From an optimization exercise on the open Yosys and OpenROAD flow, aimed at small area, a short achievable clock period and few clock cycles per item; shortcuts taken in it are not production practice.
Only simulation tests tie the RTL to the original design; equivalence was not proved.

==> flow/design.v (outline; a module is shown in full before it is edited, if it fits) <==
// module csat_ram: 23 lines
// module csat_proj: 2153 lines
// module convex_polygon_sat_overlap_core: 395 lines
module convex_polygon_sat_overlap_core #(
  parameter int MAX_VERTICES = csat_pkg::MAX_VERTICES_DEF,
  parameter int COORD_BITS   = csat_pkg::COORD_BITS_DEF
) (
  input  logic                            clk_i,
  input  logic                            rst_ni,
  input  logic                            in_valid_i,
  output logic                            in_ready_o,
  input  logic [csat_pkg::CMD_W-1:0]      in_command_i,
  input  logic [csat_pkg::FIELD_W-1:0]    in_vertex_x_i,
  input  logic [csat_pkg::FIELD_W-1:0]    in_vertex_y_i,
  output logic                            out_valid_o,
  input  logic                            out_ready_i,
  output logic                            out_overlap_o,
  output logic [csat_pkg::STATUS_W-1:0]   out_status_o
);
  // ...
==> flow/run.sh <==
#!/bin/bash
# synth_recipe.tcl (not shown) runs the flow's synth.tcl, then flattens the netlist and writes it again
# the make line also repeats each setting of config.mk as NAME=value (left out here)
make -C /OpenROAD-flow-scripts/flow DESIGN_CONFIG=/design/flow/config.mk WORK_HOME=/design/flow/orfs CLKGATE_MAP_FILE= SYNTH_SCRIPT=/design/flow/synth_recipe.tcl finish
==> flow/config.mk <==
export PLATFORM = sky130hd
export DESIGN_NAME = convex_polygon_sat_overlap_core
export DESIGN_NICKNAME = convex_polygon_sat_overlap_core
export VERILOG_FILES = /design/flow/design.v
export SDC_FILE = /design/flow/constraint.sdc
export NUM_CORES = 4
export LEC_CHECK = 0
export CAP_MARGIN = 20
export CORE_MARGIN = 2
export CORE_UTILIZATION = 40
export SETUP_SLACK_MARGIN = 4
export SLEW_MARGIN = 20
==> flow/constraint.sdc <==
create_clock -name core_clock -period 10.0 [get_ports {clk_i}]
set_input_delay 2.0000 -clock core_clock [delete_from_list [all_inputs] [get_ports {clk_i}]]
set_output_delay 2.0000 -clock core_clock [all_outputs]
set_load 0.01 [all_outputs]
==> results.txt, run 1 <==
MaxCap Viol Count 0; clk slew on worst S/H paths 0.06 ns; CLK BUF 286; area leader, netlist edfxtp_1; register area 0.05337 sq mm; top_reg_cell synth edfxtp_1; Post-synth EDFFs 1312; drt pass-1 iters 8; Worst Setup EP p1_ty_q[14]; hold buffers post-CTS 0; Slowest-stage cell, CP dfrtp_2; post-cts sizing count 342; Synthesis Warnings 14; status no timing/DRC/antenna violations; mapped cell area 0.1257 sq mm; Layout Cells excl Fill 15893; reg2reg path depth 34; crit path from c_act_q[1]; Initial Utilization 40.25%; Seq area share 36.82%; H-tree depth 4; worst r2r dst p1_ty_q[14]; met1 usage 34.45%; IO buf count 42; Max Used Layer met5; Post-DP Area 0.1316 sq mm; Synth Area in Adders 14.72%; vias in the first global route 97029; total vias in the final route 96557; Die Ht 564.7 um
Testbench counts, summed over its fixed seeds: cycles 19,100, tests 320.
==> module convex_polygon_sat_overlap_core, before the edit <==
module convex_polygon_sat_overlap_core #(
  parameter int MAX_VERTICES = csat_pkg::MAX_VERTICES_DEF,
  parameter int COORD_BITS   = csat_pkg::COORD_BITS_DEF
) (
  input  logic                            clk_i,
  input  logic                            rst_ni,
  input  logic                            in_valid_i,
  output logic                            in_ready_o,
  input  logic [csat_pkg::CMD_W-1:0]      in_command_i,
  input  logic [csat_pkg::FIELD_W-1:0]    in_vertex_x_i,
  input  logic [csat_pkg::FIELD_W-1:0]    in_vertex_y_i,
  output logic                            out_valid_o,
  input  logic                            out_ready_i,
  output logic                            out_overlap_o,
  output logic [csat_pkg::STATUS_W-1:0]   out_status_o
);
  localparam logic signed [33:0] POS_MAX = {1'b0, {33{1'b1}}};
  localparam logic signed [33:0] NEG_MIN = {1'b1, {33{1'b0}}};
  function automatic logic [3:0] inc_mod(input logic [3:0] x, input logic [4:0] n);
    if (({1'b0, x} + 5'd1) == n) inc_mod = 4'd0;
    else inc_mod = x + 4'd1;
  endfunction
  function automatic logic [3:0] dec_mod(input logic [3:0] x, input logic [4:0] n);
    if (x == 4'd0) dec_mod = 4'(n - 5'd1);
    else dec_mod = x - 4'd1;
  endfunction
  logic        rdy_q;
  logic        rq_v_q;
  logic [1:0]  rq_cmd_q;
  logic [31:0] rq_xy_q;
  logic        acc;
  assign acc = in_valid_i && rdy_q;
  always_ff @(posedge clk_i) begin
    rq_cmd_q <= in_command_i;
    rq_xy_q  <= {in_vertex_y_i, in_vertex_x_i};
  end
  logic        run_q;                       
  logic [4:0]  cnt_a_q, cnt_b_q;
  logic [4:0]  m_q;                         
  logic        ovf_q;
  logic        out_valid_q, overlap_q;
  logic [1:0]  status_q;
  logic        res_v_q, res_ovl_q;
  logic [1:0]  res_st_q;
  logic        rq_add_a, rq_add_b, rq_test;
  logic        we_a, we_b;
  logic        test_empty, test_start, go;
  logic        fin_sep, fin_ovl, fin, fin_q, clr;
  logic        res_ovl;
  logic [1:0]  res_st;
  logic [4:0]  cnt_a_d, cnt_b_d;
  assign rq_add_a   = rq_v_q && (rq_cmd_q == csat_pkg::CMD_ADD_A);
  assign rq_add_b   = rq_v_q && (rq_cmd_q == csat_pkg::CMD_ADD_B);
  assign rq_test    = rq_v_q && (rq_cmd_q == csat_pkg::CMD_TEST);
  assign we_a       = rq_add_a && !cnt_a_q[4];
  assign we_b       = rq_add_b && !cnt_b_q[4];
  assign test_empty = rq_test && ((cnt_a_q == '0) || (cnt_b_q == '0));
  assign test_start = rq_test && !test_empty;
  assign go         = run_q || rq_test;       
  assign cnt_a_d    = we_a ? cnt_a_q + 5'd1 : cnt_a_q;
  assign cnt_b_d    = we_b ? cnt_b_q + 5'd1 : cnt_b_q;
  logic [3:0]  ra_a, ra_b, ra_g;
  logic [31:0] rd_a, rd_b, rd_ga, rd_gb;
  csat_ram #(.WIDTH(32), .DEPTH(16)) u_ram_a (
    .clk_i    (clk_i),
    .we_i     (we_a),
    .waddr_i  (cnt_a_q[3:0]),
    .wdata_i  (rq_xy_q),
    .raddr0_i (ra_a),
    .rdata0_o (rd_a),
    .raddr1_i (ra_g),
    .rdata1_o (rd_ga)
  );
  csat_ram #(.WIDTH(32), .DEPTH(16)) u_ram_b (
    .clk_i    (clk_i),
    .we_i     (we_b),
    .waddr_i  (cnt_b_q[3:0]),
    .wdata_i  (rq_xy_q),
    .raddr0_i (ra_b),
    .rdata0_o (rd_b),
    .raddr1_i (ra_g),
    .rdata1_o (rd_gb)
  );
  logic        g_turn_q;
  logic [4:0]  g_i_a_q, g_i_b_q;
  logic [31:0] g_prev_a_q, g_prev_b_q;
  logic        g1_v_q, g1_p_q;
  logic [3:0]  g1_i_q;
  logic [31:0] g1_v_xy_q;
  logic        ax_v_q, ax_own_q;
  logic [31:0] ax_base_q;
  logic [16:0] ax_nx_q, ax_ny_q;
  logic [3:0]  ax_anti_q;
  logic        ax_take;
  logic        g_final, g_av_a, g_av_b, g_sel, g_go, g2_go, g_clr;
  logic [4:0]  g_i, g_n;
  logic [31:0] g2_prev;
  logic [16:0] g2_dx, g2_ndy;
  logic        g2_nz;
  logic [4:0]  g2_n, g2_half, g2_sum;
  assign g_final = run_q || rq_test;
  assign g_av_a  = g_final ? (g_i_a_q != cnt_a_q) : (g_i_a_q + 5'd1 < cnt_a_q);
  assign g_av_b  = g_final ? (g_i_b_q != cnt_b_q) : (g_i_b_q + 5'd1 < cnt_b_q);
  assign g_sel   = g_turn_q ? g_av_b : !g_av_a;
  assign g_i     = g_sel ? g_i_b_q : g_i_a_q;
  assign g_n     = g_sel ? cnt_b_q : cnt_a_q;
  assign ra_g    = inc_mod(g_i[3:0], g_n);
  assign g_clr   = clr;
  assign g2_go   = g1_v_q && (!ax_v_q || ax_take);
  assign g_go    = (g_av_a || g_av_b) && (!g1_v_q || g2_go);
  assign g2_prev = g1_p_q ? g_prev_b_q : g_prev_a_q;
  assign g2_dx   = {g1_v_xy_q[15], g1_v_xy_q[15:0]} - {g2_prev[15], g2_prev[15:0]};
  assign g2_ndy  = {g2_prev[31], g2_prev[31:16]} - {g1_v_xy_q[31], g1_v_xy_q[31:16]};
  assign g2_nz   = (g1_v_xy_q != g2_prev);       
  assign g2_n    = g1_p_q ? cnt_b_q : cnt_a_q;
  assign g2_half = (g2_n + 5'd1) >> 1;
  assign g2_sum  = {1'b0, g1_i_q} + g2_half;
  always_ff @(posedge clk_i or negedge rst_ni) begin
    if (!rst_ni) begin
      g_turn_q <= 1'b0;
      g_i_a_q  <= '0;
      g_i_b_q  <= '0;
      g1_v_q   <= 1'b0;
      ax_v_q   <= 1'b0;
    end else if (g_clr) begin
      g_turn_q <= 1'b0;
      g_i_a_q  <= '0;
      g_i_b_q  <= '0;
      g1_v_q   <= 1'b0;
      ax_v_q   <= 1'b0;
    end else begin
      if (ax_take) ax_v_q <= 1'b0;
      if (g2_go && g2_nz) ax_v_q <= 1'b1;
      if (g_go) begin
        g1_v_q   <= 1'b1;
        g_turn_q <= !g_sel;
        if (g_sel) g_i_b_q <= g_i_b_q + 5'd1;
        else       g_i_a_q <= g_i_a_q + 5'd1;
      end else if (g2_go) begin
        g1_v_q <= 1'b0;
      end
    end
  end
  always_ff @(posedge clk_i) begin
    if (we_a && (cnt_a_q == '0)) g_prev_a_q <= rq_xy_q;
    if (we_b && (cnt_b_q == '0)) g_prev_b_q <= rq_xy_q;
    if (g2_go) begin
      if (g1_p_q) g_prev_b_q <= g1_v_xy_q;
      else        g_prev_a_q <= g1_v_xy_q;
      ax_own_q  <= g1_p_q;
      ax_base_q <= g2_prev;
      ax_nx_q   <= g2_ndy;
      ax_ny_q   <= g2_dx;
      ax_anti_q <= (g2_sum >= g2_n) ? 4'(g2_sum - g2_n) : g2_sum[3:0];
    end
    if (g_go) begin
      g1_p_q    <= g_sel;
      g1_i_q    <= g_i[3:0];
      g1_v_xy_q <= g_sel ? rd_gb : rd_ga;
    end
  end
  logic [1:0]  c_act_q, c_gen_q, c_own_q, c_more_q, c_ph_q;
  logic [31:0] c_base_q [2];
  logic [16:0] c_nx_q [2], c_ny_q [2];
  logic [3:0]  c_curo_q [2], c_alto_q [2], c_curt_q [2], c_altt_q [2];
  logic [4:0]  c_k_q [2];
  logic signed [33:0] c_olo_q [2], c_ohi_q [2], c_tlo_q [2], c_thi_q [2];
  logic [1:0]  c_lt1_q, c_lt2_q;           
  logic        c_old_q;                     
  logic [3:0]  wit_a_q, wit_b_q;            
  logic        p1_v_q, p1_c_q, p1_g_q, p1_last_q;
  logic [3:0]  p1_b_q;
  logic [16:0] p1_nx_q, p1_ny_q;
  logic [16:0] p1_ox_q, p1_oy_q, p1_tx_q, p1_ty_q;
  logic        p2_v_q, p2_c_q, p2_g_q, p2_last_q;
  logic [3:0]  p2_b_q;
  logic [33:0] p2_os_q, p2_oc_q, p2_ts_q, p2_tc_q;
  logic [1:0]  busy, more, rdy_c;
  logic        iss, iss_c, iss_new;
  logic        s_own, s_ph;
  logic [31:0] s_base;
  logic [3:0]  s_io, s_it, s_ao, s_at;
  logic [4:0]  s_k, s_n_own, s_n_oth;
  logic [31:0] v_own, v_oth;
  for (genvar c = 0; c < 2; c++) begin : g_ctx_status
    assign busy[c]  = (p1_v_q && (p1_c_q == c)) || (p2_v_q && (p2_c_q == c));
    assign more[c]  = c_act_q[c] && c_more_q[c];
    assign rdy_c[c] = more[c] && !busy[c];
  end
  always_comb begin
    iss     = 1'b0;
    iss_c   = 1'b0;
    iss_new = 1'b0;
    if (go) begin
      if (rdy_c[c_old_q]) begin
        iss = 1'b1; iss_c = c_old_q;
      end else if (rdy_c[!c_old_q]) begin
        iss = 1'b1; iss_c = !c_old_q;
      end else if (ax_v_q && (!c_act_q[0] || !c_act_q[1])) begin
        iss = 1'b1; iss_new = 1'b1; iss_c = c_act_q[0];
      end else if (more[c_old_q]) begin
        iss = 1'b1; iss_c = c_old_q;
      end else if (more[!c_old_q]) begin
        iss = 1'b1; iss_c = !c_old_q;
      end
    end
  end
  assign ax_take = iss_new;
  assign s_own   = iss_new ? ax_own_q  : c_own_q[iss_c];
  assign s_base  = iss_new ? ax_base_q : c_base_q[iss_c];
  assign s_io    = iss_new ? ax_anti_q : c_curo_q[iss_c];
  assign s_it    = iss_new ? (ax_own_q ? wit_b_q : wit_a_q) : c_curt_q[iss_c];
  assign s_k     = iss_new ? 5'd0 : c_k_q[iss_c];
  assign s_n_own = s_own ? cnt_b_q : cnt_a_q;
  assign s_n_oth = s_own ? cnt_a_q : cnt_b_q;
  assign s_ph    = c_ph_q[iss_c];
  assign s_ao    = s_ph ? dec_mod(s_io, s_n_own) : inc_mod(s_io, s_n_own);
  assign s_at    = s_ph ? dec_mod(s_it, s_n_oth) : inc_mod(s_it, s_n_oth);
  assign ra_a  = s_own ? s_it : s_io;
  assign ra_b  = s_own ? s_io : s_it;
  assign v_own = s_own ? rd_b : rd_a;
  assign v_oth = s_own ? rd_a : rd_b;
  logic [33:0] s1_os, s1_oc, s1_ts, s1_tc;
  csat_proj u_proj_own (
    .nx_i (p1_nx_q), .ny_i (p1_ny_q), .rx_i (p1_ox_q), .ry_i (p1_oy_q),
    .sum_o (s1_os), .carry_o (s1_oc)
  );
  csat_proj u_proj_oth (
    .nx_i (p1_nx_q), .ny_i (p1_ny_q), .rx_i (p1_tx_q), .ry_i (p1_ty_q),
    .sum_o (s1_ts), .carry_o (s1_tc)
  );
  logic        s2_ok, s2_c;
  logic signed [33:0] s2_olo, s2_ohi, s2_tlo, s2_thi, po, pt;
  logic        s2_abort, s2_lt1, s2_lt2;
  assign s2_c   = p2_c_q;
  assign s2_ok  = p2_v_q && c_act_q[s2_c] && (c_gen_q[s2_c] == p2_g_q);
  assign po     = p2_os_q + p2_oc_q;
  assign pt     = p2_ts_q + p2_tc_q;
  assign s2_olo = c_olo_q[s2_c];
  assign s2_ohi = c_ohi_q[s2_c];
  assign s2_tlo = c_tlo_q[s2_c];
  assign s2_thi = c_thi_q[s2_c];
  assign s2_lt1   = c_lt1_q[s2_c] || (s2_olo < pt) || (po < s2_thi) || (po < pt);
  assign s2_lt2   = c_lt2_q[s2_c] || (s2_tlo < po) || (pt < s2_ohi) || (pt < po);
  assign s2_abort = s2_lt1 && s2_lt2;
  assign fin_sep = run_q && s2_ok && !s2_abort && p2_last_q;
  assign fin_ovl = run_q && !g_av_a && !g_av_b && !g1_v_q && !ax_v_q &&
                   ((c_act_q == 2'b00) ||
                    (s2_ok && s2_abort && (c_act_q == (s2_c ? 2'b10 : 2'b01))));
  assign fin     = (fin_sep || fin_ovl) && !fin_q;
  assign clr     = fin_q || test_empty;
  assign res_ovl = fin_ovl && !test_empty;
  assign res_st  = test_empty ? csat_pkg::ST_EMPTY : (ovf_q ? csat_pkg::ST_DROP : csat_pkg::ST_OK);
  always_ff @(posedge clk_i or negedge rst_ni) begin
    if (!rst_ni) begin
      rdy_q       <= 1'b0;
      rq_v_q      <= 1'b0;
      run_q       <= 1'b0;
      cnt_a_q     <= '0;
      cnt_b_q     <= '0;
      m_q         <= '0;
      ovf_q       <= 1'b0;
      out_valid_q <= 1'b0;
      overlap_q   <= 1'b0;
      status_q    <= 2'd0;
      res_v_q     <= 1'b0;
      res_ovl_q   <= 1'b0;
      res_st_q    <= 2'd0;
      fin_q       <= 1'b0;
    end else begin
      rq_v_q <= acc;
      if (out_ready_i) out_valid_q <= 1'b0;
      cnt_a_q <= cnt_a_d;
      cnt_b_q <= cnt_b_d;
      m_q     <= (cnt_a_d > cnt_b_d) ? cnt_a_d : cnt_b_d;
      if ((rq_add_a && cnt_a_q[4]) || (rq_add_b && cnt_b_q[4])) ovf_q <= 1'b1;
      if (test_start) run_q <= 1'b1;
      fin_q <= fin;
      if (clr) begin
        run_q   <= 1'b0;
        cnt_a_q <= '0;
        cnt_b_q <= '0;
        m_q     <= '0;
        ovf_q   <= 1'b0;
      end
      if (fin || test_empty) begin
        if (!out_valid_q || out_ready_i) begin
          out_valid_q <= 1'b1;
          overlap_q   <= res_ovl;
          status_q    <= res_st;
          rdy_q       <= 1'b1;
        end else begin
          res_v_q   <= 1'b1;
          res_ovl_q <= res_ovl;
          res_st_q  <= res_st;
        end
      end else if (res_v_q && (!out_valid_q || out_ready_i)) begin
        out_valid_q <= 1'b1;
        overlap_q   <= res_ovl_q;
        status_q    <= res_st_q;
        res_v_q     <= 1'b0;
        rdy_q       <= 1'b1;
      end else if (acc && (in_command_i == csat_pkg::CMD_TEST)) begin
        rdy_q <= 1'b0;
      end else if (!rq_test && !run_q && !res_v_q) begin
        rdy_q <= 1'b1;
      end
    end
  end
  always_ff @(posedge clk_i or negedge rst_ni) begin
    if (!rst_ni) begin
      c_act_q <= '0;
      c_gen_q <= '0;
      c_old_q <= 1'b0;
      p1_v_q  <= 1'b0;
      p2_v_q  <= 1'b0;
      wit_a_q <= '0;
      wit_b_q <= '0;
    end else begin
      p1_v_q <= iss && !clr;
      p2_v_q <= p1_v_q && !clr;
      if (clr) begin
        c_act_q <= '0;
        wit_a_q <= '0;
        wit_b_q <= '0;
      end else begin
        if (s2_ok && s2_abort) begin
          c_act_q[s2_c] <= 1'b0;
          if (c_own_q[s2_c]) wit_b_q <= p2_b_q;
          else               wit_a_q <= p2_b_q;
          c_old_q <= !s2_c;
        end
        if (iss_new) begin
          c_act_q[iss_c] <= 1'b1;
          c_gen_q[iss_c] <= !c_gen_q[iss_c];
          if (!c_act_q[!iss_c]) c_old_q <= iss_c;
        end
      end
    end
  end
  always_ff @(posedge clk_i) begin
    for (int c = 0; c < 2; c++) begin
      if (iss && (iss_c == c)) begin
        c_curo_q[c] <= iss_new ? dec_mod(s_io, s_n_own) : c_alto_q[c];
        c_curt_q[c] <= iss_new ? dec_mod(s_it, s_n_oth) : c_altt_q[c];
        c_alto_q[c] <= iss_new ? inc_mod(s_io, s_n_own) : s_ao;
        c_altt_q[c] <= iss_new ? inc_mod(s_it, s_n_oth) : s_at;
        c_ph_q[c]   <= iss_new ? 1'b1 : !s_ph;
        c_k_q[c]    <= s_k + 5'd1;
        c_more_q[c] <= (s_k + 5'd1 != m_q);
      end
      if (iss_new && (iss_c == c)) begin
        c_own_q[c]  <= ax_own_q;
        c_base_q[c] <= ax_base_q;
        c_nx_q[c]   <= ax_nx_q;
        c_ny_q[c]   <= ax_ny_q;
        c_olo_q[c]  <= '0;
        c_ohi_q[c]  <= '0;
        c_tlo_q[c]  <= POS_MAX;
        c_thi_q[c]  <= NEG_MIN;
        c_lt1_q[c]  <= 1'b0;
        c_lt2_q[c]  <= 1'b0;
      end else if (s2_ok && (s2_c == c)) begin
        c_lt1_q[c]  <= s2_lt1;
        c_lt2_q[c]  <= s2_lt2;
        if (po < s2_olo) c_olo_q[c] <= po;
        if (po > s2_ohi) c_ohi_q[c] <= po;
        if (pt < s2_tlo) c_tlo_q[c] <= pt;
        if (pt > s2_thi) c_thi_q[c] <= pt;
      end
    end
    p1_c_q    <= iss_c;
    p1_g_q    <= iss_new ? !c_gen_q[iss_c] : c_gen_q[iss_c];
    p1_last_q <= (s_k + 5'd1 == m_q);
    p1_b_q    <= s_it;
    p1_nx_q   <= iss_new ? ax_nx_q : c_nx_q[iss_c];
    p1_ny_q   <= iss_new ? ax_ny_q : c_ny_q[iss_c];
    p1_ox_q   <= {v_own[15], v_own[15:0]}  - {s_base[15], s_base[15:0]};
    p1_oy_q   <= {v_own[31], v_own[31:16]} - {s_base[31], s_base[31:16]};
    p1_tx_q   <= {v_oth[15], v_oth[15:0]}  - {s_base[15], s_base[15:0]};
    p1_ty_q   <= {v_oth[31], v_oth[31:16]} - {s_base[31], s_base[31:16]};
    p2_c_q    <= p1_c_q;
    p2_g_q    <= p1_g_q;
    p2_last_q <= p1_last_q;
    p2_b_q    <= p1_b_q;
    p2_os_q   <= s1_os;
    p2_oc_q   <= s1_oc;
    p2_ts_q   <= s1_ts;
    p2_tc_q   <= s1_tc;
  end
  assign in_ready_o    = rdy_q;
  assign out_valid_o   = out_valid_q;
  assign out_overlap_o = overlap_q;
  assign out_status_o  = status_q;
endmodule
==> inputs of run 2 (changes only) <==
--- a/flow/design.v
+++ b/flow/design.v
@@ -2257,7 +2257,7 @@
   assign we_b       = rq_add_b && !cnt_b_q[4];
   assign test_empty = rq_test && ((cnt_a_q == '0) || (cnt_b_q == '0));
   assign test_start = rq_test && !test_empty;
-  assign go         = run_q || rq_test;       
+  assign go         = run_q || rq_test || ((cnt_a_q != '0) && (cnt_b_q != '0));
   assign cnt_a_d    = we_a ? cnt_a_q + 5'd1 : cnt_a_q;
   assign cnt_b_d    = we_b ? cnt_b_q + 5'd1 : cnt_b_q;
   logic [3:0]  ra_a, ra_b, ra_g;
@@ -2361,28 +2361,27 @@
     end
   end
   logic [1:0]  c_act_q, c_gen_q, c_own_q, c_more_q, c_ph_q;
+  logic [1:0]  c_rst_q;                     
   logic [31:0] c_base_q [2];
   logic [16:0] c_nx_q [2], c_ny_q [2];
-  logic [3:0]  c_curo_q [2], c_alto_q [2], c_curt_q [2], c_altt_q [2];
+  logic [3:0]  c_cura_q [2], c_alta_q [2], c_curb_q [2], c_altb_q [2];
   logic [4:0]  c_k_q [2];
-  logic signed [33:0] c_olo_q [2], c_ohi_q [2], c_tlo_q [2], c_thi_q [2];
+  logic signed [33:0] c_alo_q [2], c_ahi_q [2], c_blo_q [2], c_bhi_q [2];
   logic [1:0]  c_lt1_q, c_lt2_q;           
   logic        c_old_q;                     
   logic [3:0]  wit_a_q, wit_b_q;            
   logic        p1_v_q, p1_c_q, p1_g_q, p1_last_q;
-  logic [3:0]  p1_b_q;
+  logic [3:0]  p1_ia_q, p1_ib_q;
   logic [16:0] p1_nx_q, p1_ny_q;
-  logic [16:0] p1_ox_q, p1_oy_q, p1_tx_q, p1_ty_q;
+  logic [16:0] p1_ax_q, p1_ay_q, p1_bx_q, p1_by_q;
   logic        p2_v_q, p2_c_q, p2_g_q, p2_last_q;
-  logic [3:0]  p2_b_q;
-  logic [33:0] p2_os_q, p2_oc_q, p2_ts_q, p2_tc_q;
+  logic [3:0]  p2_ia_q, p2_ib_q;
+  logic [33:0] p2_as_q, p2_ac_q, p2_bs_q, p2_bc_q;
   logic [1:0]  busy, more, rdy_c;
-  logic        iss, iss_c, iss_new;
-  logic        s_own, s_ph;
+  logic        iss, iss_c, iss_new, s_ph, s_fresh;
   logic [31:0] s_base;
-  logic [3:0]  s_io, s_it, s_ao, s_at;
-  logic [4:0]  s_k, s_n_own, s_n_oth;
-  logic [31:0] v_own, v_oth;
+  logic [3:0]  s_ia, s_ib, n_ia, n_ib, s_aa, s_ab;
+  logic [4:0]  s_k;
   for (genvar c = 0; c < 2; c++) begin : g_ctx_status
     assign busy[c]  = (p1_v_q && (p1_c_q == c)) || (p2_v_q && (p2_c_q == c));
     assign more[c]  = c_act_q[c] && c_more_q[c];
@@ -2407,42 +2406,40 @@
     end
   end
   assign ax_take = iss_new;
-  assign s_own   = iss_new ? ax_own_q  : c_own_q[iss_c];
-  assign s_base  = iss_new ? ax_base_q : c_base_q[iss_c];
-  assign s_io    = iss_new ? ax_anti_q : c_curo_q[iss_c];
-  assign s_it    = iss_new ? (ax_own_q ? wit_b_q : wit_a_q) : c_curt_q[iss_c];
-  assign s_k     = iss_new ? 5'd0 : c_k_q[iss_c];
-  assign s_n_own = s_own ? cnt_b_q : cnt_a_q;
-  assign s_n_oth = s_own ? cnt_a_q : cnt_b_q;
-  assign s_ph    = c_ph_q[iss_c];
-  assign s_ao    = s_ph ? dec_mod(s_io, s_n_own) : inc_mod(s_io, s_n_own);
-  assign s_at    = s_ph ? dec_mod(s_it, s_n_oth) : inc_mod(s_it, s_n_oth);
-  assign ra_a  = s_own ? s_it : s_io;
-  assign ra_b  = s_own ? s_io : s_it;
-  assign v_own = s_own ? rd_b : rd_a;
-  assign v_oth = s_own ? rd_a : rd_b;
-  logic [33:0] s1_os, s1_oc, s1_ts, s1_tc;
-  csat_proj u_proj_own (
-    .nx_i (p1_nx_q), .ny_i (p1_ny_q), .rx_i (p1_ox_q), .ry_i (p1_oy_q),
-    .sum_o (s1_os), .carry_o (s1_oc)
+  assign n_ia   = ax_own_q ? wit_b_q : ax_anti_q;
+  assign n_ib   = ax_own_q ? ax_anti_q : wit_a_q;
+  assign s_base = iss_new ? ax_base_q : c_base_q[iss_c];
+  assign s_ia   = iss_new ? n_ia : c_cura_q[iss_c];
+  assign s_ib   = iss_new ? n_ib : c_curb_q[iss_c];
+  assign s_fresh = iss_new || rq_test || c_rst_q[iss_c];
+  assign s_k    = s_fresh ? 5'd0 : c_k_q[iss_c];
+  assign s_ph   = c_ph_q[iss_c];
+  assign s_aa   = s_ph ? dec_mod(s_ia, cnt_a_q) : inc_mod(s_ia, cnt_a_q);
+  assign s_ab   = s_ph ? dec_mod(s_ib, cnt_b_q) : inc_mod(s_ib, cnt_b_q);
+  assign ra_a = s_ia;
+  assign ra_b = s_ib;
+  logic [33:0] s1_as, s1_ac, s1_bs, s1_bc;
+  csat_proj u_proj_a (
+    .nx_i (p1_nx_q), .ny_i (p1_ny_q), .rx_i (p1_ax_q), .ry_i (p1_ay_q),
+    .sum_o (s1_as), .carry_o (s1_ac)
   );
-  csat_proj u_proj_oth (
-    .nx_i (p1_nx_q), .ny_i (p1_ny_q), .rx_i (p1_tx_q), .ry_i (p1_ty_q),
-    .sum_o (s1_ts), .carry_o (s1_tc)
+  csat_proj u_proj_b (
+    .nx_i (p1_nx_q), .ny_i (p1_ny_q), .rx_i (p1_bx_q), .ry_i (p1_by_q),
+    .sum_o (s1_bs), .carry_o (s1_bc)
   );
   logic        s2_ok, s2_c;
-  logic signed [33:0] s2_olo, s2_ohi, s2_tlo, s2_thi, po, pt;
+  logic signed [33:0] s2_alo, s2_ahi, s2_blo, s2_bhi, pa, pb;
   logic        s2_abort, s2_lt1, s2_lt2;
   assign s2_c   = p2_c_q;
   assign s2_ok  = p2_v_q && c_act_q[s2_c] && (c_gen_q[s2_c] == p2_g_q);
-  assign po     = p2_os_q + p2_oc_q;
-  assign pt     = p2_ts_q + p2_tc_q;
-  assign s2_olo = c_olo_q[s2_c];
-  assign s2_ohi = c_ohi_q[s2_c];
-  assign s2_tlo = c_tlo_q[s2_c];
-  assign s2_thi = c_thi_q[s2_c];
-  assign s2_lt1   = c_lt1_q[s2_c] || (s2_olo < pt) || (po < s2_thi) || (po < pt);
-  assign s2_lt2   = c_lt2_q[s2_c] || (s2_tlo < po) || (pt < s2_ohi) || (pt < po);
+  assign pa     = p2_as_q + p2_ac_q;
+  assign pb     = p2_bs_q + p2_bc_q;
+  assign s2_alo = c_alo_q[s2_c];
+  assign s2_ahi = c_ahi_q[s2_c];
+  assign s2_blo = c_blo_q[s2_c];
+  assign s2_bhi = c_bhi_q[s2_c];
+  assign s2_lt1   = c_lt1_q[s2_c] || (s2_alo < pb) || (pa < s2_bhi) || (pa < pb);
+  assign s2_lt2   = c_lt2_q[s2_c] || (s2_blo < pa) || (pb < s2_ahi) || (pb < pa);
   assign s2_abort = s2_lt1 && s2_lt2;
   assign fin_sep = run_q && s2_ok && !s2_abort && p2_last_q;
   assign fin_ovl = run_q && !g_av_a && !g_av_b && !g1_v_q && !ax_v_q &&
@@ -2527,8 +2524,8 @@
       end else begin
         if (s2_ok && s2_abort) begin
           c_act_q[s2_c] <= 1'b0;
-          if (c_own_q[s2_c]) wit_b_q <= p2_b_q;
-          else               wit_a_q <= p2_b_q;
+          if (c_own_q[s2_c]) wit_b_q <= p2_ia_q;
+          else               wit_a_q <= p2_ib_q;
           c_old_q <= !s2_c;
         end
         if (iss_new) begin
@@ -2542,12 +2539,19 @@
   always_ff @(posedge clk_i) begin
     for (int c = 0; c < 2; c++) begin
       if (iss && (iss_c == c)) begin
-        c_curo_q[c] <= iss_new ? dec_mod(s_io, s_n_own) : c_alto_q[c];
-        c_curt_q[c] <= iss_new ? dec_mod(s_it, s_n_oth) : c_altt_q[c];
-        c_alto_q[c] <= iss_new ? inc_mod(s_io, s_n_own) : s_ao;
-        c_altt_q[c] <= iss_new ? inc_mod(s_it, s_n_oth) : s_at;
-        c_ph_q[c]   <= iss_new ? 1'b1 : !s_ph;
+        c_cura_q[c] <= s_fresh ? dec_mod(s_ia, cnt_a_q) : c_alta_q[c];
+        c_curb_q[c] <= s_fresh ? dec_mod(s_ib, cnt_b_q) : c_altb_q[c];
+        c_alta_q[c] <= s_fresh ? inc_mod(s_ia, cnt_a_q) : s_aa;
+        c_altb_q[c] <= s_fresh ? inc_mod(s_ib, cnt_b_q) : s_ab;
+        c_ph_q[c]   <= s_fresh ? 1'b1 : !s_ph;
         c_k_q[c]    <= s_k + 5'd1;
+      end
+      if (test_start) begin
+        c_rst_q[c]  <= 1'b1;
+        c_more_q[c] <= 1'b1;
+      end
+      if (iss && (iss_c == c)) begin
+        c_rst_q[c]  <= 1'b0;
         c_more_q[c] <= (s_k + 5'd1 != m_q);
       end
       if (iss_new && (iss_c == c)) begin
@@ -2555,39 +2559,41 @@
         c_base_q[c] <= ax_base_q;
         c_nx_q[c]   <= ax_nx_q;
         c_ny_q[c]   <= ax_ny_q;
-        c_olo_q[c]  <= '0;
-        c_ohi_q[c]  <= '0;
-        c_tlo_q[c]  <= POS_MAX;
-        c_thi_q[c]  <= NEG_MIN;
+        c_alo_q[c]  <= ax_own_q ? POS_MAX : '0;
+        c_ahi_q[c]  <= ax_own_q ? NEG_MIN : '0;
+        c_blo_q[c]  <= ax_own_q ? '0 : POS_MAX;
+        c_bhi_q[c]  <= ax_own_q ? '0 : NEG_MIN;
         c_lt1_q[c]  <= 1'b0;
         c_lt2_q[c]  <= 1'b0;
       end else if (s2_ok && (s2_c == c)) begin
         c_lt1_q[c]  <= s2_lt1;
         c_lt2_q[c]  <= s2_lt2;
-        if (po < s2_olo) c_olo_q[c] <= po;
-        if (po > s2_ohi) c_ohi_q[c] <= po;
-        if (pt < s2_tlo) c_tlo_q[c] <= pt;
-        if (pt > s2_thi) c_thi_q[c] <= pt;
+        if (pa < s2_alo) c_alo_q[c] <= pa;
+        if (pa > s2_ahi) c_ahi_q[c] <= pa;
+        if (pb < s2_blo) c_blo_q[c] <= pb;
+        if (pb > s2_bhi) c_bhi_q[c] <= pb;
       end
     end
     p1_c_q    <= iss_c;
     p1_g_q    <= iss_new ? !c_gen_q[iss_c] : c_gen_q[iss_c];
-    p1_last_q <= (s_k + 5'd1 == m_q);
-    p1_b_q    <= s_it;
+    p1_last_q <= (s_k + 5'd1 == m_q) && (run_q || rq_test);
+    p1_ia_q   <= s_ia;
+    p1_ib_q   <= s_ib;
     p1_nx_q   <= iss_new ? ax_nx_q : c_nx_q[iss_c];
     p1_ny_q   <= iss_new ? ax_ny_q : c_ny_q[iss_c];
-    p1_ox_q   <= {v_own[15], v_own[15:0]}  - {s_base[15], s_base[15:0]};
-    p1_oy_q   <= {v_own[31], v_own[31:16]} - {s_base[31], s_base[31:16]};
-    p1_tx_q   <= {v_oth[15], v_oth[15:0]}  - {s_base[15], s_base[15:0]};
-    p1_ty_q   <= {v_oth[31], v_oth[31:16]} - {s_base[31], s_base[31:16]};
+    p1_ax_q   <= {rd_a[15], rd_a[15:0]}  - {s_base[15], s_base[15:0]};
+    p1_ay_q   <= {rd_a[31], rd_a[31:16]} - {s_base[31], s_base[31:16]};
+    p1_bx_q   <= {rd_b[15], rd_b[15:0]}  - {s_base[15], s_base[15:0]};
+    p1_by_q   <= {rd_b[31], rd_b[31:16]} - {s_base[31], s_base[31:16]};
     p2_c_q    <= p1_c_q;
     p2_g_q    <= p1_g_q;
     p2_last_q <= p1_last_q;
-    p2_b_q    <= p1_b_q;
-    p2_os_q   <= s1_os;
-    p2_oc_q   <= s1_oc;
-    p2_ts_q   <= s1_ts;
-    p2_tc_q   <= s1_tc;
+    p2_ia_q   <= p1_ia_q;
+    p2_ib_q   <= p1_ib_q;
+    p2_as_q   <= s1_as;
+    p2_ac_q   <= s1_ac;
+    p2_bs_q   <= s1_bs;
+    p2_bc_q   <= s1_bc;
   end
   assign in_ready_o    = rdy_q;
   assign out_valid_o   = out_valid_q;
--- a/flow/config.mk
+++ b/flow/config.mk
@@ -8,5 +8,7 @@
 export CAP_MARGIN = 20
 export CORE_MARGIN = 2
 export CORE_UTILIZATION = 40
+export PLACE_DENSITY = 0.5
 export SETUP_SLACK_MARGIN = 4
 export SLEW_MARGIN = 20
+export TNS_END_PERCENT = 10
==> run 2 against run 1 <==
Effect of this change:
- cell area decreased by 3.1%
- register-to-register slack got worse by 0.10 ns
- die area decreased by 2.8%
- sequential share of layout area increased by 3.3 points
- setup slack got worse by 0.10 ns
- via count decreased by 7.1%
- global-route usage increased by 1.8 points
- synthesized area decreased by 2.8%
- critical path type unchanged
- critical endpoint is now rdy_q
==> results.txt, run 2 <==
number of library cell types mapped by synthesis 105; Area contributors post-synth edfxtp_1, fa_1, dfxtp_1, ha_1, mux4_2; Setup crit end kind register; fmax 156.7 MHz; DRT iter0 DRCs 10539; Critical Path AT 7.19 ns; CTS tree built; IO buf count 42 (unchanged); share of cells above drive strength 1 16.22%; biggest regs u_ram_a.mem_q: 512 flops, u_ram_b.mem_q: 512 flops; WHS 0.3058 ns; nature of the critical path startpoint register; routed length per instance 31.25 um; commonest cells after routing, fill and taps aside edfxtp_1, nand2_1, inv_1, fa_1, nor2_1; core area 0.3033 sq mm; register area share after synthesis 46.05%; Layout Cells excl Fill 14696 (-7.5%); Req. time, crit path 10.81 ns; Detail Placement HPWL 292.3 mm; Vias per Instance 6.101; total vias in the final route 89666 (-7.1%); commonest non-fill, non-tap cell in the layout edfxtp_1; drt total wl 459.2 mm; clock skew 0.1031 ns; total die area 0.3099 sq mm; async set-reset flop share out of synthesis 2.794%; max_slew headroom 19.71%; drt pass-1 iters 8 (unchanged); Post-synth top cells edfxtp_1, nand2_1, inv_1; Final Core Density 46.29%; area leader, netlist edfxtp_1; RSZ-0062 raised after global routing true; Clk Tree Root Cell clkbuf_16; Cells after Synth 10379; setup slack at placement 1.588 ns; clock sinks 2004; final critical-path setup slack 3.620 ns; initial antenna violation count 26; crit path kind register to register; DRC 0; Syn Area/Cell 11.77 sq um; Setup TNS Final 0 ns; Hold WC Path Type register to register; dpl cells 13991; post-route cell area 0.1404 sq mm; FF+latch count, synth 2004; Tcrit/Tclk final 63.80%; Top cell by count, worst path a21o_1; Synthesis Warnings 14 (unchanged); worst-margin pin slew 1.204 ns; Slowest-stage cell, CP and4b_4; top-count cell post-synth edfxtp_1; total congestion overflow 0; GRT Overall Usage 29.11%; I/O pin count 43; Syn-to-layout area delta 14.91%; MaxCap Viol Count 0 (unchanged); Post-DP Area 0.1280 sq mm (-2.7%); setup violators final 0; Crit path largest cell delay 0.47 ns; post-route ant nets 0; num rows 202; clock buffer depth 4; Die Ht 556.6 um (-1.4%); Tmin final 6.380 ns; largest net degree at the start of global routing 105; Final Max Slew Viols 0; Post-synth EDFFs 1584 (+21%); top_reg_cell synth edfxtp_1; H-tree depth 4 (unchanged); Inserted Clock Buffers 227; mapped cell area 0.1222 sq mm (-2.8%); Synth top area share 38.94%; GP Congestion 0.8992; first-pass GRT wire length 655.5 mm; crit path max fanout 5; Initial Utilization 40.28% (about the same); clk slew on worst S/H paths 0.06 ns (about the same); Fin. Hold Viols 0; vias in the first global route 91226 (-6.0%); Total Nets Final 11682; syn_nets 11554; status no timing/DRC/antenna violations; hold buffers post-CTS 0 (unchanged); later-pin clock latency in the skew report 0.94 ns; Die W 556.6 um
-- run 2: changes by cell type in the layout (fill, tap and decap cells not counted), sizes merged, moves of 34 or more --
cell and delta:
mux2 -56, inv +51, a21oi -77, mux4 +279, xnor2 -39, o221ai -34
a211oi -58, dfxtp -262, buf -71, mux2i -1166, edfxtp +272, o211ai -55
o21ai +137
-- run 2: cell families after synthesis --
kind of cell / share of synthesized area [%]
and+or+nand+nor: 7.816
buffers and inverters: 4.582
DFF: 46.05
AOI/OAI and AO/OA: 11.74
adders and majority gates: 15.17
xor gates and xnor gates: 5.622
muxes: 9.027
-- run 2: layout make-up --
class	instances	area, sq um
Multi-Input combinational cell	6925	62880
Fill cell	27394	162900
Clock inverter	128	1515
Antenna cell	12	30.03
Sequential cell	2004	56290
Tap cell	3978	4977
Clock buffer	300	6264
Timing Repair Buffer	613	5508
Timing Repair inverter	4	77.57
Inverter	732	2839
-- run 2: path summary, 6_finish.rpt --
kind,cells after the start,startpoint,to,slack [ns]
worst max register to register,33,p2_as_q[0],rdy_q,3.62
worst min register to register,0,p1_g_q,p2_g_q,0.31
min in group asynchronous,2,rst_ni,asynchronous set/reset pin,1.28
worst min-delay path,0,p1_g_q,p2_g_q,0.31
worst max-delay path,33,p2_as_q[0],rdy_q,3.62
max in group asynchronous,2,rst_ni,cnt_b_q[4],8.13
-- run 2: per-layer routing --
metal,vias to the layer above,GRT usage (%),share of wire (%)
met5,-,0,0.018
met4,12,14.95,5.9
met3,1220,5.185,8.8
met2,4935,46.54,46
met1,45630,37.84,39
li1,37869,-,-
-- run 2: what timing repair did --
action,CTS,global route
gates cloned,11,3
hold endpoints to repair,0,0
pin swaps,92,151
setup endpoints to repair,564,375
setup buffers,130,121
resized for setup,264,283
-- run 2: worst max-delay path: cells and delay by family (launching register included) --
family,cells,cell delay [ns]
AO/OA/AOI/OAI,17,3.03
XOR/XNOR,1,0.20
adder cells (fa/ha/maj),3,0.80
buffers and inverters,5,0.64
flip-flops,1,0.32
AND/OR/NAND/NOR,7,1.31
Testbench counts of run 2, summed over its fixed seeds: cycles 18,133, tests 320.
==> inputs of run 3 (changes only) <==
--- a/flow/config.mk
+++ b/flow/config.mk
@@ -8,7 +8,5 @@
 export CAP_MARGIN = 20
 export CORE_MARGIN = 2
 export CORE_UTILIZATION = 40
-export PLACE_DENSITY = 0.5
 export SETUP_SLACK_MARGIN = 4
 export SLEW_MARGIN = 20
-export TNS_END_PERCENT = 10
==> run 3 against run 2 <==
Effect of this change:
- highest routed layer unchanged
- core utilization is 0.10 points lower
- largest cell class unchanged
- routed wire length fell by 6.0%
- critical path type unchanged
- still clean on timing, DRC and antenna
- synthesized area is the same
==> results.txt, run 3 <==
async set-reset flop share out of synthesis 2.794% (unchanged); syn_nets 11554 (unchanged); Area contributors post-synth edfxtp_1, fa_1, dfxtp_1, ha_1, mux4_2; register area share after synthesis 46.05% (unchanged); Cells after Synth 10379 (unchanged); Layout Cells excl Fill 14615 (-0.55%); dpl cells 13932 (-0.42%); RR Startpoint p2_ac_q[0]; clock skew 0.08992 ns (-0.01323 ns); Req. time, crit path 10.75 ns (-0.06 ns); top-count cell post-synth edfxtp_1; Final Max Slew Viols 0 (unchanged); Syn-to-layout area delta 14.66%; worst-margin pin slew 1.269 ns (+0.06447 ns); post-route ant nets 0 (unchanged); Clk Tree Root Cell clkbuf_16; Post-DP Area 0.1276 sq mm (-0.32%); total vias in the final route 90222 (+0.62%); Synthesis Warnings 14 (unchanged); commonest non-fill, non-tap cell in the layout edfxtp_1; IO buf count 42 (unchanged); crit path max fanout 8 (+3); flop2flop setup slack 3.38 ns (-0.24 ns); delay-heaviest family, CP compound AO/OA/AOI/OAI gates; FF+latch count, synth 2004 (unchanged); core area 0.3033 sq mm (unchanged); Setup TNS Final 0 ns (unchanged); Worst Setup EP status_q[1]; WHS Path Cells 0 (unchanged); crit path from p2_ac_q[0]; Slowest-stage cell, CP and4b_4; area leader, netlist edfxtp_1; critical path depth 30 (-9.1%); status no timing/DRC/antenna violations; DRT iter0 DRCs 12410 (+18%); MaxCap Viol Count 0 (unchanged); biggest regs u_ram_a.mem_q: 512 flops, u_ram_b.mem_q: 512 flops; later-pin clock latency in the skew report 0.92 ns (-0.02 ns); setup slack at placement 1.767 ns (+0.1787 ns); vias in the first global route 91482 (+0.28%); clock buffer depth 4 (unchanged); I/O pin count 43 (unchanged); total congestion overflow 0 (unchanged); top_reg_cell synth edfxtp_1; Post-synth EDFFs 1584 (unchanged); Syn Area/Cell 11.77 sq um (unchanged); Initial Utilization 40.28% (unchanged); routed length per instance 29.53 um (-5.5%); commonest cells after routing, fill and taps aside edfxtp_1, nand2_1, inv_1, fa_1, nor2_1; Vias per Instance 6.173 (+1.2%); drt total wl 431.5 mm (-6.0%); first-pass GRT wire length 618.2 mm (-5.7%); Top cell by count, worst path a21o_1; reg2reg path depth 30 (-9.1%); Final Core Density 46.18% (-0.10 points); nature of the critical path startpoint register; total die area 0.3099 sq mm (unchanged); GP Congestion 0.9226 (+2.6%); Detail Placement HPWL 269.7 mm (-7.7%); Setup crit end kind register; Die W 556.6 um (unchanged); Fin. Hold Viols 0 (unchanged); WHS 0.3284 ns (+0.02259 ns); share of cells above drive strength 1 15.95% (-0.28 points); Total Nets Final 11623 (-0.51%); final critical-path setup slack 3.383 ns (-0.2368 ns); Post-synth top cells edfxtp_1, nand2_1, inv_1; number of library cell types mapped by synthesis 105 (unchanged); max_slew headroom 15.30% (-4.4 points); mapped cell area 0.1222 sq mm (unchanged); largest net degree at the start of global routing 113 (+7.6%); fmax 151.1 MHz (-3.6%); RSZ-0062 raised after global routing true; CTS tree built; initial antenna violation count 26 (unchanged); crit path kind register to register; CP bufs+invs 2 (-3); GRT Overall Usage 26.93% (-2.2 points); post-route cell area 0.1401 sq mm (-0.22%); worst r2r dst status_q[1]; Die Ht 556.6 um (unchanged); DRC 0 (unchanged); setup violators final 0 (unchanged); num rows 202 (unchanged); clock sinks 2004 (unchanged); drt pass-1 iters 9 (+1); Synth top area share 38.94% (unchanged); Tcrit/Tclk final 66.17% (+2.4 points); Critical Path AT 7.37 ns (+0.18 ns); H-tree depth 4 (unchanged); clk slew on worst S/H paths 0.07 ns (about the same); Inserted Clock Buffers 217 (-4.4%); Crit path largest cell delay 0.46 ns (about the same); Hold WC Path Type register to register; Tmin final 6.617 ns (+0.2368 ns)
[run 3: cell counts after synthesis]
Identical to the previous run, type by type.
[run 3: logic make-up after synthesis]
logic type	Yosys count	share of synthesized area [%]
fa+ha+maj	1144	15.17
mux	748	9.027
simple gates	2107	7.816
compound gates	2139	11.74
buf+inv	1457	4.582
xor+xnor	780	5.622
flops	2004	46.05
[run 3: layer usage]
metal / share of wire [%] / GRT usage, % / vias to the layer above
li1: - / - / 37751
met1: 37 / 34.30 / 45145
met2: 45 / 42.58 / 5922
met5: 0.038 / 0 / -
met3: 11 / 6.322 / 1380
met4: 6.2 / 14.05 / 24
[run 3: worst min-delay path by stage]
| stage | from | to |
|---|---|---|
| finish | p1_ib_q[3] | p2_ib_q[3] |
| floorplan | p1_g_q | p2_g_q |
| detailed placement | p1_ib_q[3] | p2_ib_q[3] |
| global route | p1_ia_q[2] | p2_ia_q[2] |
| CTS | p1_ia_q[2] | p2_ia_q[2] |
| global placement | p1_ib_q[3] | p2_ib_q[3] |
[run 3: layout make-up]
class | count | area [sq um]
Inverter | 732 | 2855
Tap cell | 3978 | 4977
Antenna cell | 9 | 22.52
Timing Repair Buffer | 564 | 5677
Multi-Input combinational cell | 6922 | 62950
Timing Repair inverter | 7 | 80.08
Fill cell | 27065 | 163200
Clock buffer | 284 | 5951
Clock inverter | 115 | 1247
Sequential cell | 2004 | 56310
[run 3: timing repair]
| item | 4_1_cts | 5_1_grt |
|---|---|---|
| hold buffers | 0 | 0 |
| cloned | 23 | 9 |
| endpoints found under the setup margin | 489 | 355 |
| resized for setup | 392 | 208 |
| buffers inserted | 162 | 81 |
| pin swaps | 135 | 124 |
==> inputs of run 4 (changes only) <==
--- a/flow/design.v
+++ b/flow/design.v
@@ -2552,7 +2552,7 @@
       end
       if (iss && (iss_c == c)) begin
         c_rst_q[c]  <= 1'b0;
-        c_more_q[c] <= (s_k + 5'd1 != m_q);
+        c_more_q[c] <= (s_k + 5'd1 != m_q) || !(run_q || rq_test);
       end
       if (iss_new && (iss_c == c)) begin
         c_own_q[c]  <= ax_own_q;
--- a/flow/config.mk
+++ b/flow/config.mk
@@ -8,5 +8,7 @@
 export CAP_MARGIN = 20
 export CORE_MARGIN = 2
 export CORE_UTILIZATION = 40
+export PLACE_DENSITY = 0.5
 export SETUP_SLACK_MARGIN = 4
 export SLEW_MARGIN = 20
+export TNS_END_PERCENT = 10
==> run 4 against run 3 <==
Effect of this change:
- routed wire length increased by 13%
- die area increased by 0.32%
- still clean on timing, DRC and antenna
- clock skew increased by 0.062 ns
- critical path depth increased by 1
- first-iteration DRC count decreased by 12%
- sequential share of layout area decreased by 0.36 points
- worst hold slack got worse by 0.0023 ns
- cell area increased by 0.87%
- highest routed layer unchanged
- core utilization increased by 0.097 points
==> results.txt, run 4 <==
CTS tree built; syn_nets 12001 (+3.9%); Cells after Synth 10826 (+4.3%); Fin. Hold Viols 0 (unchanged); FF+latch count, synth 2004 (unchanged); Critical Path AT 7.23 ns (-0.14 ns); Total Nets Final 12104 (+4.1%); Clk Tree Root Cell clkbuf_16; hold path startpoint p1_last_q; largest net degree at the start of global routing 152 (+35%); GRT Overall Usage 30.63% (+3.7 points); Syn-to-layout area delta 15.28%; share of cells above drive strength 1 14.38% (-1.6 points); H-tree depth 4 (unchanged); initial antenna violation count 26 (unchanged); commonest cells after routing, fill and taps aside edfxtp_1, nand2_1, inv_1, fa_1, nor2_1; register area share after synthesis 45.90% (-0.15 points); area leader, netlist edfxtp_1; Hold WC Path Type register to register; reg2reg path depth 31 (+3.3%); worst r2r dst res_v_q; clock buffer depth 4 (unchanged); total vias in the final route 93403 (+3.5%); core area 0.3053 sq mm (+0.66%); setup slack at placement 1.235 ns (-0.5314 ns); Hold Path End p2_last_q; setup violators final 0 (unchanged); RSZ-0062 raised after global routing true; number of library cell types mapped by synthesis 98 (-6.7%); flop2flop setup slack 3.54 ns (+0.16 ns); clk slew on worst S/H paths 0.06 ns (about the same); Initial Utilization 40.15% (-0.13 points); Top cell by count, worst path buf_4; Post-synth top cells edfxtp_1, nand2_1, inv_1; I/O pin count 43 (unchanged); nature of the critical path startpoint register; Req. time, crit path 10.77 ns (+0.02 ns); Die W 557.5 um (+0.16%); async set-reset flop share out of synthesis 2.794% (unchanged); Tcrit/Tclk final 64.60% (-1.6 points); first-pass GRT wire length 685.8 mm (+11%); Tmin final 6.460 ns (-0.1572 ns); IO buf count 42 (unchanged); clock skew 0.1515 ns (+0.06163 ns); crit path max fanout 6 (-2); Synthesis Warnings 14 (unchanged); RR Startpoint p2_ac_q[0]; biggest regs u_ram_a.mem_q: 512 flops, u_ram_b.mem_q: 512 flops; clock sinks 2004 (unchanged); Post-synth EDFFs 1584 (unchanged); Syn Area/Cell 11.32 sq um (-3.8%); status no timing/DRC/antenna violations; crit path kind register to register; routed length per instance 31.88 um (+8.0%); final critical-path setup slack 3.540 ns (+0.1572 ns); register area 0.05629 sq mm (about the same); area of the multi-input gates 0.06330 sq mm (+0.56%); vias in the first global route 93661 (+2.4%); hold buffers post-CTS 0 (unchanged); drt pass-1 iters 8 (-1); WHS Path Cells 0 (unchanged); Vias per Instance 6.132 (-0.67%); post-route ant nets 0 (unchanged); total die area 0.3109 sq mm (+0.32%); DRC 0 (unchanged); MaxCap Viol Count 0 (unchanged); Final Max Slew Viols 0 (unchanged); top_reg_cell synth edfxtp_1; top-count cell post-synth edfxtp_1; Synth top area share 38.81% (-0.13 points); FILL cells 27787 (+2.7%); commonest non-fill, non-tap cell in the layout edfxtp_1; num rows 203 (+0.50%); Setup TNS Final 0 ns (unchanged); Slowest-stage cell, CP or4_4; DRT iter0 DRCs 10889 (-12%); GP Congestion 0.9172 (-0.59%); max_slew headroom 16.01% (+0.71 points); Inserted Clock Buffers 224 (+3.2%); total congestion overflow 0 (unchanged); mapped cell area 0.1226 sq mm (+0.33%); later-pin clock latency in the skew report 0.97 ns (+0.05 ns); worst-margin pin slew 1.260 ns (-0.008947 ns); Setup crit end kind register; drt total wl 485.6 mm (+13%); Crit path largest cell delay 0.55 ns (+0.09 ns); Area contributors post-synth edfxtp_1, fa_1, dfxtp_1, ha_1, mux4_2; Die Ht 557.5 um (+0.16%); Detail Placement HPWL 299.8 mm (+11%); fmax 154.8 MHz (+2.4%)
-- run 4: changes by cell type after synthesis, sizes merged, moves of 30 or more --
cell    change
a222oi     -30
mux4       -81
a21oi      +43
o311a      -30
a211oi     +36
nor3       +55
a31oi      +42
clkbuf     +53
a221oi     +39
o22ai      +33
nand2     +292
o221ai     +33
nor4       +39
-- run 4: critical path, delay by kind of cell (launching register included) --
family                     cells  cell delay [ns]
AOI/OAI and AO/OA             15             2.53
xor gates and xnor gates       1             0.08
adders and majority gates      3             0.81
buffers and inverters          5             0.79
DFF                            1             0.33
muxes                          1             0.26
and+or+nand+nor                6             1.52
-- run 4: final cells by class --
cell class / count / area share, %
Timing Repair Buffer: 626 / 4.300
Timing Repair inverter: 8 / 0.06464
Sequential cell: 2004 / 39.84
Clock inverter: 124 / 1.037
Tap cell: 4100 / 3.631
Clock buffer: 296 / 4.331
Multi-Input combinational cell: 7350 / 44.80
Antenna cell: 9 / 0.01594
Inverter: 715 / 1.980
-- run 4: how the worst max path moves through the flow --
stage | from | to | slack, ns
floorplan | p2_bs_q[14] | c_blo_q[0][0] | 3.10
global placement | cnt_a_q[0] | p1_ay_q[16] | 1.24
detailed placement | cnt_a_q[1] | p1_ay_q[14] | 1.24
CTS | p2_as_q[1] | c_ahi_q[1][16] | 3.33
global route | p2_ac_q[0] | res_ovl_q | 3.36
finish | p2_ac_q[0] | res_v_q | 3.54
-- run 4: layer usage --
| layer | global-route usage, % | up-vias | part of all wire, % |
|---|---|---|---|
| met4 | 18.14 | 22 | 7.0 |
| li1 | - | 39341 | - |
| met5 | 0 | - | 0.035 |
| met2 | 49.22 | 5350 | 46 |
| met3 | 5.541 | 1431 | 8.9 |
| met1 | 38.60 | 47259 | 38 |
-- run 4: timing repair --
action                                 CTS  global route
pin swaps                              131            73
setup endpoints to repair              414           356
setup buffers                          179            38
gates cloned                            29             4
resized for setup                      469           110
endpoints found under the hold margin    0             0
-- run 4: metrics by stage --
step / util, % / hold WS, ns / cells / area [sq um]
2_1_floorplan: - / 0.3096 / 10826 / 122600
3_3_place_gp: 42.15 / 0.3114 / 14553 / 128700
3_5_place_dp: 42.16 / 0.3121 / 14553 / 128700
4_1_cts: 45.99 / 0.3259 / 15181 / 140400
5_1_grt: 46.28 / 0.3313 / 15227 / 141300
6_report: 46.28 / 0.3261 / 15232 / 141300
-- run 4: cell families after synthesis --
| family | count (synthesis) | share of synthesized area [%] |
|---|---|---|
| compound gates | 2304 | 12.51 |
| xor+xnor | 789 | 5.650 |
| mux | 650 | 7.373 |
| flops | 2004 | 45.90 |
| simple gates | 2460 | 8.860 |
| buf+inv | 1478 | 4.620 |
| fa+ha+maj | 1141 | 15.09 |
Testbench counts of run 4, summed over its fixed seeds: cycles 18,017, tests 320.
==> inputs of run 5 (changes only) <==
--- a/flow/config.mk
+++ b/flow/config.mk
@@ -5,6 +5,7 @@
 export SDC_FILE = /design/flow/constraint.sdc
 export NUM_CORES = 4
 export LEC_CHECK = 0
+export ABC_AREA = 1
 export CAP_MARGIN = 20
 export CORE_MARGIN = 2
 export CORE_UTILIZATION = 40
==> run 5 against run 4 <==
Effect of this change:
- still clean on timing, DRC and antenna
- global-route usage decreased by 0.59 points
- fmax increased by 3.7%
- sequential share of layout area decreased by 0.67 points
- highest routed layer unchanged
==> results.txt, run 5 <==
Setup TNS Final 0 ns (unchanged); GRT Overall Usage 30.04% (-0.59 points); Critical Path AT 6.84 ns (-0.39 ns); clock skew 0.1330 ns (-0.01859 ns); post-route ant nets 0 (unchanged); worst-margin pin slew 1.257 ns (-0.002594 ns); Synth top area share 37.73% (-1.1 points); I/O pin count 43 (unchanged); num rows 206 (+1.5%); crit path max fanout 88 (+82); Fin. Hold Viols 0 (unchanged); largest net degree at the start of global routing 147 (-3.3%); Die Ht 565.4 um (+1.4%); Inserted Clock Buffers 234 (+4.5%); commonest cells after routing, fill and taps aside nand2_1, edfxtp_1, inv_1, nand3_1, o21ai_0; Tcrit/Tclk final 62.27% (-2.3 points); Clk Tree Root Cell clkbuf_16; clock buffer depth 4 (unchanged); setup violators final 0 (unchanged); flop2flop setup slack 3.77 ns (+0.23 ns); Syn-to-layout area delta 13.95%; first-pass GRT wire length 703.0 mm (+2.5%); drt pass-1 iters 9 (+1); FF+latch count, synth 2004 (unchanged); later-pin clock latency in the skew report 0.96 ns (about the same); routed length per instance 27.87 um (-13%); RR Startpoint g_i_a_q[0]; IO buf count 42 (unchanged); FILL cells 29531 (+6.3%); Total Nets Final 14469 (+20%); Tmin final 6.227 ns (-0.2326 ns); Syn Area/Cell 9.464 sq um (-16%); status no timing/DRC/antenna violations; commonest non-fill, non-tap cell in the layout nand2_1; reg2reg path depth 27 (-13%); total vias in the final route 102983 (+10%); Cells after Synth 13322 (+23%); total congestion overflow 0 (unchanged); Hold WC Path Type register to register; CTS tree built; share of cells above drive strength 1 10.25% (-4.1 points); Initial Utilization 40.13% (about the same); nature of the critical path startpoint register; Area contributors post-synth edfxtp_1, fa_1, nand2_1, dfxtp_1, ha_1; MaxCap Viol Count 0 (unchanged); clock sinks 2004 (unchanged); Die W 565.4 um (+1.4%); DRC 0 (unchanged); Setup crit end kind register; number of library cell types mapped by synthesis 63 (-36%); max_slew headroom 15.90% (-0.11 points); worst r2r dst g1_v_xy_q[20]; GP Congestion 0.9221 (+0.53%); WHS Path Cells 0 (unchanged); Post-synth top cells nand2_1, edfxtp_1, inv_1; syn_nets 14497 (+21%); core area 0.3142 sq mm (+2.9%); biggest regs u_ram_a.mem_q: 512 flops, u_ram_b.mem_q: 512 flops; WHS 0.3252 ns (-0.0009360 ns); Vias per Instance 5.827 (-5.0%); top-count cell post-synth nand2_1; drt total wl 492.5 mm (+1.4%); Final Max Slew Viols 0 (unchanged); hold buffers post-CTS 0 (unchanged); Req. time, crit path 10.61 ns (-0.16 ns); Hold Path End p2_ib_q[3]; vias in the first global route 100169 (+6.9%); mapped cell area 0.1261 sq mm (+2.9%); crit path kind register to register; fmax 160.6 MHz (+3.7%); Post-synth EDFFs 1584 (unchanged); hold path startpoint p1_ib_q[3]; Detail Placement HPWL 311.1 mm (+3.8%); total die area 0.3197 sq mm (+2.8%); clk slew on worst S/H paths 0.06 ns (about the same); H-tree depth 4 (unchanged); register area share after synthesis 44.62% (-1.3 points); initial antenna violation count 22 (-15%); async set-reset flop share out of synthesis 2.794% (unchanged); DRT iter0 DRCs 10717 (-1.6%); area leader, netlist edfxtp_1; Synthesis Warnings 14 (unchanged); top_reg_cell synth edfxtp_1; RSZ-0062 raised after global routing true
## run 5: how the worst max path moves through the flow
stage | from | slack, ns | cells past startpoint | endpoint
after floorplan | p2_bs_q[0] | 3.35 | 31 | c_blo_q[0][0]
after global placement | cnt_a_q[0] | 1.80 | 39 | p1_ax_q[16]
after detailed placement | cnt_a_q[0] | 1.72 | 37 | p1_bx_q[16]
after CTS | p2_as_q[2] | 3.56 | 43 | status_q[1]
after global routing | g_i_a_q[0] | 3.58 | 30 | g1_v_xy_q[21]
final | g_i_a_q[0] | 3.77 | 27 | g1_v_xy_q[20]
## run 5: logic make-up (layout without fill, tap and decap cells)
kind of cell | Yosys count | in the layout | share of synthesized area (%)
AOI/OAI and AO/OA | 2693 | 2693 | 12.83
xor gates and xnor gates | 825 | 825 | 5.737
adders and majority gates | 1137 | 1137 | 14.64
buffers and inverters | 2426 | 2594 | 7.471
DFF | 2004 | 2004 | 44.62
muxes | 83 | 83 | 0.6649
other | 0 | 15 | 0
and+or+nand+nor | 4154 | 4162 | 14.04
## run 5: timing repair
item / CTS / global route
pin swaps: 45 / 114
cloned: 25 / 5
endpoints found under the setup margin: 438 / 336
gates resized for setup: 218 / 269
buffers inserted: 96 / 84
## run 5: area by class of cell
cell class | instances | area (sq um) | area share, %
diodes | 15 | 37.54 | 0.02613
clock buffers | 312 | 6518 | 4.536
clock inverters | 128 | 1453 | 1.011
inverters | 1625 | 6280 | 4.371
multi-input cells | 8900 | 62730 | 43.66
flip-flops and latches | 2004 | 56270 | 39.17
well taps | 4160 | 5205 | 3.623
repair buffers | 522 | 5099 | 3.549
repair inverters | 7 | 73.82 | 0.05138
## run 5: critical path, stage by stage (launching register included)
cell and delay, ns:
dfrtp_1 0.46, ha_1 0.25, nand3_1 0.11, xor2_1 0.20
inv_1 0.07, ha_1 0.30, a21oi_1 0.21, o221ai_2 0.18
nand2_1 0.09, nand2_1 0.10, nand2_2 0.13, nand2_8 0.14
inv_12 0.28, nand2_2 0.12, o21ai_4 0.11, ha_2 0.23
nand3_1 0.14, xnor2_2 0.46, nand3_4 0.31, nand2_8 0.27
inv_8 0.19, buf_12 0.25, o211ai_1 0.27, nand3_1 0.09
nand3_1 0.11, nand2_1 0.12, nand2_1 0.19, nand2_1 0.18
## run 5: per-layer routing
layer,up-vias,global-route usage (%),part of all wire [%]
met5,-,0,0.021
met4,16,16.20,6.3
met3,1385,4.871,8.0
met2,5078,48.66,46
met1,50884,38.49,39
li1,45620,-,-
## run 5: metrics by stage
step	area [sq um]	utilization, %	setup slack [ns]	std cells
2_1_floorplan	126100	-	3.349	13322
3_3_place_gp	131400	41.82	1.802	17006
3_5_place_dp	131400	41.82	1.715	17006
4_1_cts	141600	45.06	3.555	17567
5_1_grt	143600	45.72	3.577	17660
6_report	143700	45.73	3.773	17673

[afterwards: timing with drivers on the ports]
The results above use ideal ports. As a check the final layouts listed here were re-extracted and re-timed, cells and wires unchanged. Step 1 assumes that a clkbuf_16 drives the clock port and a buf_2 every other input. Step 2 adds t to the input delays and takes it off the output delays; t is the mean of the earliest and latest rising clock arrival at the registers after step 1. Input paths then give back, and output paths get back, about the clock's delay inside the block. Slacks: ideal / step 1 / step 2; pairs: ideal / step 1.
run | t, ns | setup WS [ns] | hold slack, ns | latest minus earliest clock arrival (ns)
run 1 | 0.983 | 3.722 / 3.722 / 3.722 | 0.321 / 0.321 / 0.321 | 0.145 / 0.146
run 2 | 0.991 | 3.620 / 3.620 / 3.620 | 0.306 / 0.306 / 0.306 | 0.108 / 0.108
run 3 | 0.975 | 3.383 / 3.383 / 3.383 | 0.328 / 0.328 / 0.328 | 0.109 / 0.108
run 4 | 1.003 | 3.540 / 3.540 / 3.540 | 0.326 / 0.326 / 0.326 | 0.158 / 0.158
run 5 | 1.009 | 3.773 / 3.773 / 3.773 | 0.325 / 0.325 / 0.325 | 0.143 / 0.142
After both steps every run listed still meets setup and hold.
